This design comes from an exercise in tuning for small area, a short achievable clock period and few clock cycles per item on the open sky130 flow, not from production work.
Where RTL was checked, it was by simulation tests only, not by an equivalence proof against the original.

==> 12-15: inputs <==
==> flow/design.v (excerpt) <==
module nn_top #(
  parameter int data_w = 16,
  parameter int frac_w = 8
) (
  input  wire                clk,
  input  wire                rst_n,
  input  wire                in_valid_w1,
  input  wire                in_valid_w2,
  input  wire                in_valid_d,
  input  wire  [data_w-1:0]  weight1,
  input  wire  [data_w-1:0]  weight2,
  input  wire  [data_w-1:0]  data_point,
  output logic               out_valid,
  output logic [data_w-1:0]  out
);
==> module nn_operand_store, before the edit <==
module nn_operand_store #(
  parameter int data_w = 16
) (
  input  wire                                         clk,
  input  wire                                         rst_n,
  input  wire                                         in_valid_w1,
  input  wire                                         in_valid_w2,
  input  wire                                         in_valid_d,
  input  wire                                         rot_d,
  input  wire  [data_w-1:0]                           weight1,
  input  wire  [data_w-1:0]                           weight2,
  input  wire  [data_w-1:0]                           data_point,
  output logic [nn_pkg::n_w1-1:0][data_w-1:0]         w1,
  output logic [nn_pkg::n_hid-1:0][data_w-1:0]        w2,
  output logic [nn_pkg::n_in-1:0][data_w-1:0]         d,
  output logic [nn_pkg::n_w1-1:0]                     w1_ok,
  output logic [nn_pkg::n_hid-1:0]                    w2_ok,
  output logic [nn_pkg::n_in-1:0]                     d_ok,
  output logic                                        d3_ok_hold,  
  output logic [data_w-1:0]                           d3_next      
);
  assign d3_next = in_valid_d ? data_point : (rot_d ? d[0] : d[nn_pkg::n_in-1]);
  assign d3_ok_hold = rot_d ? d_ok[0] : d_ok[nn_pkg::n_in-1];
  always_ff @(posedge clk) begin
    if (in_valid_w1) begin
      w1 <= {weight1, w1[nn_pkg::n_w1-1:1]};
    end
  end
  always_ff @(posedge clk) begin
    if (in_valid_w2) begin
      w2 <= {weight2, w2[nn_pkg::n_hid-1:1]};
    end
  end
  always_ff @(posedge clk) begin
    if (in_valid_d || rot_d) begin
      d <= {d3_next, d[nn_pkg::n_in-1:1]};
    end
  end
  logic [3:0] n1;
  logic [1:0] n2;
  always_ff @(posedge clk or negedge rst_n) begin
    if (!rst_n) begin
      n1   <= '0;
      n2   <= '0;
      d_ok <= '0;
    end else begin
      if (in_valid_w1 && n1 != 4'(nn_pkg::n_w1)) begin
        n1 <= n1 + 4'd1;
      end
      if (in_valid_w2 && n2 != 2'(nn_pkg::n_hid)) begin
        n2 <= n2 + 2'd1;
      end
      if (in_valid_d || rot_d) begin
        d_ok <= {(in_valid_d | d_ok[0]), d_ok[nn_pkg::n_in-1:1]};
      end
    end
  end
  for (genvar k = 0; k < nn_pkg::n_w1; k++) begin : g_w1_ok
    assign w1_ok[k] = (n1 >= 4'(nn_pkg::n_w1 - k));
  end
  for (genvar k = 0; k < nn_pkg::n_hid; k++) begin : g_w2_ok
    assign w2_ok[k] = (n2 >= 2'(nn_pkg::n_hid - k));
  end
endmodule
Settings: LEC_CHECK=0, CAP_MARGIN=20, CORE_MARGIN=2, CORE_UTILIZATION=40, PLACE_DENSITY=0.75, SLEW_MARGIN=20; clock period 12.0 ns.
standard.sh (not shown) runs the stock make flow with config.mk's settings and CLKGATE_MAP_FILE= SYNTH_SCRIPT=/design/flow/synth_recipe.tcl, a recipe that flattens the netlist after the stock synthesis.
==> flow/flow/run.sh <==
#!/bin/bash
set -euo pipefail
M=7.0
B="-buffer_cell sky130_fd_sc_hd__buf_2"
R=orfs/results/sky130hd/nn_top/base
bash standard.sh SETUP_SLACK_MARGIN=$M "BUFFER_PORTS_ARGS=$B" synth > synth_flow.log 2>&1
cp $R/1_2_yosys.v $R/1_2_yosys_orig.v
python3 flow/fa_polarity.py $R/1_2_yosys_orig.v $R/1_2_yosys_fapol.v > fa_polarity.log 2>&1
python3 flow/out_adder.py $R/1_2_yosys_fapol.v $R/1_2_yosys_oadd.v > out_adder.log 2>&1
cp $R/1_2_yosys_oadd.v $R/1_2_yosys.v
rm -f $R/1_synth.odb $R/1_synth.sdc
bash standard.sh SETUP_SLACK_MARGIN=$M "BUFFER_PORTS_ARGS=$B" finish > standard_flow.log 2>&1
Other scripts of this flow, unchanged in this note and not shown: flow/flow/fa_polarity.py, flow/flow/out_adder.py
==> 01-13 (differences from 12-15) <==
--- a/flow/design.v
+++ b/flow/design.v
@@ -177,17 +177,15 @@
     end
   end
-  logic [3:0] n1;
-  logic [1:0] n2;
   always_ff @(posedge clk or negedge rst_n) begin
     if (!rst_n) begin
-      n1   <= '0;
-      n2   <= '0;
-      d_ok <= '0;
+      w1_ok <= '0;
+      w2_ok <= '0;
+      d_ok  <= '0;
     end else begin
-      if (in_valid_w1 && n1 != 4'(nn_pkg::n_w1)) begin
-        n1 <= n1 + 4'd1;
+      if (in_valid_w1) begin
+        w1_ok <= {1'b1, w1_ok[nn_pkg::n_w1-1:1]};
       end
-      if (in_valid_w2 && n2 != 2'(nn_pkg::n_hid)) begin
-        n2 <= n2 + 2'd1;
+      if (in_valid_w2) begin
+        w2_ok <= {1'b1, w2_ok[nn_pkg::n_hid-1:1]};
       end
       if (in_valid_d || rot_d) begin
@@ -196,10 +194,4 @@
     end
   end
-  for (genvar k = 0; k < nn_pkg::n_w1; k++) begin : g_w1_ok
-    assign w1_ok[k] = (n1 >= 4'(nn_pkg::n_w1 - k));
-  end
-  for (genvar k = 0; k < nn_pkg::n_hid; k++) begin : g_w2_ok
-    assign w2_ok[k] = (n2 >= 2'(nn_pkg::n_hid - k));
-  end
 endmodule
 `default_nettype wire
==> flow/flow/run.sh (replaced) <==
#!/bin/bash
set -euo pipefail
M=7.4
R=orfs/results/sky130hd/nn_top/base
bash standard.sh SETUP_SLACK_MARGIN=$M synth > synth_flow.log 2>&1
cp $R/1_2_yosys.v $R/1_2_yosys_orig.v
python3 flow/fa_polarity.py $R/1_2_yosys_orig.v $R/1_2_yosys_fapol.v > fa_polarity.log 2>&1
python3 flow/out_adder.py $R/1_2_yosys_fapol.v $R/1_2_yosys_oadd.v > out_adder.log 2>&1
cp $R/1_2_yosys_oadd.v $R/1_2_yosys.v
rm -f $R/1_synth.odb $R/1_synth.sdc
bash standard.sh SETUP_SLACK_MARGIN=$M finish > standard_flow.log 2>&1
- CORE_UTILIZATION: 40 -> 60
- PLACE_DENSITY: 0.75 -> unset
==> 03-11 (differences from 12-15) <==
--- a/flow/design.v
+++ b/flow/design.v
@@ -177,17 +177,15 @@
     end
   end
-  logic [3:0] n1;
-  logic [1:0] n2;
   always_ff @(posedge clk or negedge rst_n) begin
     if (!rst_n) begin
-      n1   <= '0;
-      n2   <= '0;
-      d_ok <= '0;
+      w1_ok <= '0;
+      w2_ok <= '0;
+      d_ok  <= '0;
     end else begin
-      if (in_valid_w1 && n1 != 4'(nn_pkg::n_w1)) begin
-        n1 <= n1 + 4'd1;
+      if (in_valid_w1) begin
+        w1_ok <= {1'b1, w1_ok[nn_pkg::n_w1-1:1]};
       end
-      if (in_valid_w2 && n2 != 2'(nn_pkg::n_hid)) begin
-        n2 <= n2 + 2'd1;
+      if (in_valid_w2) begin
+        w2_ok <= {1'b1, w2_ok[nn_pkg::n_hid-1:1]};
       end
       if (in_valid_d || rot_d) begin
@@ -196,10 +194,4 @@
     end
   end
-  for (genvar k = 0; k < nn_pkg::n_w1; k++) begin : g_w1_ok
-    assign w1_ok[k] = (n1 >= 4'(nn_pkg::n_w1 - k));
-  end
-  for (genvar k = 0; k < nn_pkg::n_hid; k++) begin : g_w2_ok
-    assign w2_ok[k] = (n2 >= 2'(nn_pkg::n_hid - k));
-  end
 endmodule
 `default_nettype wire
- CORE_UTILIZATION: 40 -> 55
- PLACE_DENSITY: 0.75 -> unset
==> notes <==
- Between 12-15 and 01-13, the lower count of clock-buffer cells in the layout is in 12-15 (gap 4).
- Core utilization: 03-11 is higher than 12-15 (17 points).
- The highest global-route usage belongs to 01-13, the lowest to 12-15.
- Via count: 01-13 > 12-15 > 03-11.
- Against 01-13, the non-clock buffer count of 03-11 is lower by 225.
- The highest sequential share of layout area belongs to 03-11, the lowest to 01-13.
- Routed wire length: 12-15 < 03-11 < 01-13.
- The highest first-iteration DRC count belongs to 12-15, the lowest to 03-11.
- The lowest maximum frequency belongs to 01-13, the highest to 12-15.
==> figures <==
quantity                                                                                   12-15                      01-13                     03-11
Status                                                                   complete, no violations    complete, no violations   complete, no violations
Post-CTS setup buffers                                                                        12                        196                        18
Number of inserted filler cells in the final layout                                         7985                       3953                      5211
Flop2flop setup slack                                                                    7.09 ns                    7.03 ns                   7.07 ns
Average wire per cell in the routed design                                               22.4 um                    25.9 um                   25.9 um
CTS resizes                                                                                  113                        538                       178
Final Core Density                                                                         45.1%                      74.2%                     62.5%
Starting density of the core                                                               40.2%                      60.9%                     55.8%
Area post-placement                                                                   37200 um^2                 37200 um^2                36800 um^2
Sum of buffers and inverters on the critical path                                              0                          3                         1
Number of tap cells added at floorplan                                                      1176                        773                       855
Most frequent standard cell in the layout excluding fill and tap cells  sky130_fd_sc_hd__a22oi_1  sky130_fd_sc_hd__edfxtp_1  sky130_fd_sc_hd__a22oi_1
Post-layout minimum cycle time                                                           4.91 ns                    4.97 ns                   4.93 ns
CTS sink cnt                                                                                 526                        535                       535
Fraction of final layout cells sized beyond drive strength 1                               15.2%                      29.2%                     15.5%
Final standard cell area without fillers                                              40400 um^2                 43900 um^2                40400 um^2
Largest net degree at the start of global routing                                             73                        148                       126
Testbench counts of 01-13, summed over its fixed seeds: cycles 22,400, inferences 3,200.
Testbench counts of 03-11, summed over its fixed seeds: cycles 22,400, inferences 3,200.
The RTL of 12-15 was laid out without a check of its function.

========
==> job 1538 <==
Another version of the RTL of nn_top (not shown whole).
clock: 12.0 ns
lec_check: 0
abc_clock_period_in_ps: 4000
cap_margin: 20
core_margin: 2
core_utilization: 40
slew_margin: 20
==> flow/flow/run.sh <==
#!/bin/bash
set -euo pipefail
bash standard.sh SETUP_SLACK_MARGIN=7.0 finish > standard_flow.log 2>&1
==> inputs of job 1483, as changes to job 1538 <==
==> flow/flow/run.sh (replaced) <==
#!/bin/bash
set -euo pipefail
M=7.0
R=orfs/results/sky130hd/nn_top/base
bash standard.sh SETUP_SLACK_MARGIN=$M synth > synth_flow.log 2>&1
python3 flow/fa_polarity.py $R/1_2_yosys.v $R/1_2_yosys_fapol.v > fa_polarity.log 2>&1
cp $R/1_2_yosys.v $R/1_2_yosys_orig.v
mv $R/1_2_yosys_fapol.v $R/1_2_yosys.v
rm -f $R/1_synth.odb $R/1_synth.sdc
bash standard.sh SETUP_SLACK_MARGIN=$M finish > standard_flow.log 2>&1
==> flow/flow/fa_polarity.py (new file) <==
#!/usr/bin/env python3
"""Remove inverters around full-adder cells by choosing each full adder's
polarity: a full adder with all three inputs inverted gives both outputs
inverted, so FA(~a,~b,~c) = (~s, ~co). Rewrites a Yosys-written netlist of
standard cells; registers and all other cells are left as they are.

usage: fa_polarity.py in.v out.v"""
import re, sys

INV = re.compile(r"sky130_fd_sc_hd__(inv|clkinv)_\d+$")
FA = re.compile(r"sky130_fd_sc_hd__fa_\d+$")

src = open(sys.argv[1]).read()
m = re.search(r"^module .*?;\n", src, re.S | re.M)
cell_re = re.compile(r"^  (sky130_fd_sc_hd__\w+) (\S+)\s+\((.*?)\n  \);\n", re.S | re.M)
pin_re = re.compile(r"\.(\w+)\((.*?)\)(?:,|\s*$)", re.M)

cells = []
for cm in cell_re.finditer(src):
    typ, name, body = cm.group(1), cm.group(2), cm.group(3)
    pins = [(p, n.strip()) for p, n in pin_re.findall(body)]
    cells.append([typ, name, pins, cm.start(), cm.end()])

OUTS = {"X", "Y", "Q", "Q_N", "SUM", "COUT", "HI", "LO"}
ports_out = set()
for pm in re.finditer(r"^  output (?:\[(\d+):(\d+)\] )?(\S+);", src, re.M):
    if pm.group(1):
        for i in range(int(pm.group(2)), int(pm.group(1)) + 1):
            ports_out.add(f"{pm.group(3)}[{i}]")
    else:
        ports_out.add(pm.group(3))

driver = {}
for ci, c in enumerate(cells):
    for p, n in c[2]:
        if p in OUTS:
            driver[n] = (ci, p)

def is_inv(ci):
    return INV.match(cells[ci][0]) is not None

# removable inverters: not driving a port
inv_out = {}
for ci, c in enumerate(cells):
    if is_inv(ci):
        a = dict(c[2])["A"]; y = dict(c[2])["Y"]
        if y not in ports_out:
            inv_out[y] = a

def base(n):
    pol = 0
    while n in inv_out:
        n = inv_out[n]; pol ^= 1
    return n, pol

fa_ids = [ci for ci, c in enumerate(cells) if FA.match(c[0])]
fa_set = set(fa_ids)
# consumers: (cell index, pin, base net, polarity needed w.r.t. true base signal)
cons = {}      # base -> list of [ci, pin, pol]
for ci, c in enumerate(cells):
    if ci in inv_out.values():
        pass
    if is_inv(ci) and dict(c[2])["Y"] in inv_out:
        continue
    for p, n in c[2]:
        if p in OUTS:
            continue
        b, pol = base(n)
        cons.setdefault(b, []).append([ci, p, pol])
# port outputs driven directly by a net also count as consumers (fixed)
flip = {ci: 0 for ci in fa_ids}
out_of = {}    # base net -> FA index if driven by an FA output
for ci in fa_ids:
    for p, n in cells[ci][2]:
        if p in ("SUM", "COUT"):
            out_of[n] = ci

def need_inv(b):
    """1 if some consumer of base b needs the polarity the wire lacks."""
    wire_pol = flip.get(out_of.get(b), 0) if b in out_of else 0
    for ci, p, pol in cons.get(b, []):
        q = pol ^ (flip[ci] if ci in fa_set else 0)
        if q != wire_pol:
            return 1
    return 0

def nets_of(ci):
    s = set()
    for p, n in cells[ci][2]:
        if p in OUTS:
            s.add(n)
        else:
            s.add(base(n)[0])
    return s

total = sum(need_inv(b) for b in cons)
print(f"fa_polarity: {len(fa_ids)} full adders, {sum(1 for c in range(len(cells)) if is_inv(c))} inverters, {total} needed before", file=sys.stderr)
changed = True
it = 0
while changed and it < 50:
    changed = False; it += 1
    for ci in fa_ids:
        ns = nets_of(ci)
        before = sum(need_inv(b) for b in ns)
        flip[ci] ^= 1
        after = sum(need_inv(b) for b in ns)
        if after < before:
            changed = True
        else:
            flip[ci] ^= 1
total = sum(need_inv(b) for b in cons)
print(f"fa_polarity: {sum(flip.values())} flipped, {total} inverters needed after", file=sys.stderr)

# rewrite: wire of base b carries b ^ wire_pol; make an inverted copy where needed
new_pins = {ci: dict(c[2]) for ci, c in enumerate(cells)}
extra = []
k = 0
for b, lst in cons.items():
    wire_pol = flip.get(out_of.get(b), 0) if b in out_of else 0
    inv_net = None
    for ci, p, pol in lst:
        q = pol ^ (flip[ci] if ci in fa_set else 0)
        if q == wire_pol:
            new_pins[ci][p] = b
        else:
            if inv_net is None:
                k += 1
                inv_net = f"_fapol_{k}_"
                extra.append((b, inv_net, k))
            new_pins[ci][p] = inv_net

def esc(n):
    return n + " " if n.startswith("\\") else n

drop = set(ci for ci, c in enumerate(cells) if is_inv(ci) and dict(c[2])["Y"] in inv_out)
out = []
pos = 0
for ci, c in enumerate(cells):
    out.append(src[pos:c[3]])
    pos = c[4]
    if ci in drop:
        continue
    pins = c[2]
    body = ",\n".join(f"    .{p}({esc(new_pins[ci][p])})" for p, _ in pins)
    out.append(f"  {c[0]} {c[1]} (\n{body}\n  );\n")
tail = src[pos:]
ins = "".join(f"  sky130_fd_sc_hd__inv_1 _fapol_inv_{k}_ (\n    .A({esc(b)}),\n    .Y({n})\n  );\n" for b, n, k in extra)
decl = "".join(f"  wire {n};\n" for b, n, k in extra)
text = "".join(out)
# declare new wires after the module header's port declarations
hdr_end = text.index("\n", text.index("module ")) + 1
text = text[:hdr_end] + decl + text[hdr_end:]
tail = tail.replace("endmodule", ins + "endmodule", 1)
open(sys.argv[2], "w").write(text + tail)
ABC_CLOCK_PERIOD_IN_PS = not set   (was 4000)
==> inputs of job 7843, as changes to job 1538 <==
ABC_CLOCK_PERIOD_IN_PS = not set   (was 4000)
==> run notes <==
| quantity | job 7843 | job 1483 | job 1538 |
|---|---|---|---|
| Worst flop-to-flop path endpoint | u_hidden.g_lane[2].u_lane.m[15] | u_hidden.g_lane[0].u_lane.m[15] | u_hidden.g_lane[2].u_lane.m[15] |
| Reg-to-reg critical path startpoint | u_hidden.g_lane[2].u_lane.m[13] | u_hidden.g_lane[0].u_lane.one[0] | u_hidden.g_lane[2].u_lane.m[13] |
| Global-route wire length before repair | 146 mm | 146 mm | 146 mm |
| Met3 layer wire length in the routed design | 5.61 mm | 5.70 mm | 5.61 mm |
| Worst-path fanout max | 2 | 3 | 2 |
| Clock distribution area overhead in the final layout | 5.22% | 5.02% | 5.22% |
| Initial antenna violation count | 8 | 6 | 8 |
| Share of layout cells above drive strength 1 | 12.7% | 13.8% | 12.7% |
| Largest net degree at the start of global routing | 121 | 78 | 121 |
| Multiplexer share of the synthesized area | 1.57% | - | 1.57% |
| Run status | complete, no violations | complete, no violations | complete, no violations |
| Layout buffering overhead excluding clock cells | 3.20% | 2.92% | 3.20% |
| Detailed Routing Iterations Pass 1 | 5 | 8 | 5 |
Testbench counts of job 1538, summed over its fixed seeds: cycles 22,400, inferences 3,200.
Testbench counts of job 1483, summed over its fixed seeds: cycles 22,400, inferences 3,200.
Testbench counts of job 7843, summed over its fixed seeds: cycles 22,400, inferences 3,200.

## port drivers added, routing unchanged
In the flow no input, the clock included, has a driving cell. The finished layouts below were timed again as built, in two steps.
Step 1, drivers: a clkbuf_16 drives clk and a buf_2 each remaining input, both assumed.
Step 2 also shifts input and output timing later by t, the mid clock arrival at the registers, as if the neighbouring blocks saw the same clock.
Slacks: no drivers / after step 1 / after step 2; pairs: no drivers / after step 1.
run	t (ns)	slack for setup (ns)	worst setup path at the end	worst slew at a driven data input, ns
12-15	0.695	7.085 / 7.051 / 7.085	register to register	0.05
01-13	0.696	7.034 / 7.034 / 7.034	register to register	0.05
03-11	0.691	7.065 / 7.056 / 7.065	register to register	0.05
job 1538	0.700	6.347 / 6.290 / 6.990	register to output	0.08
job 1483	0.690	6.315 / 6.256 / 6.943	input to register	0.05
job 7843	0.700	6.347 / 6.290 / 6.990	register to output	0.08
After both steps every run listed still meets setup and hold.
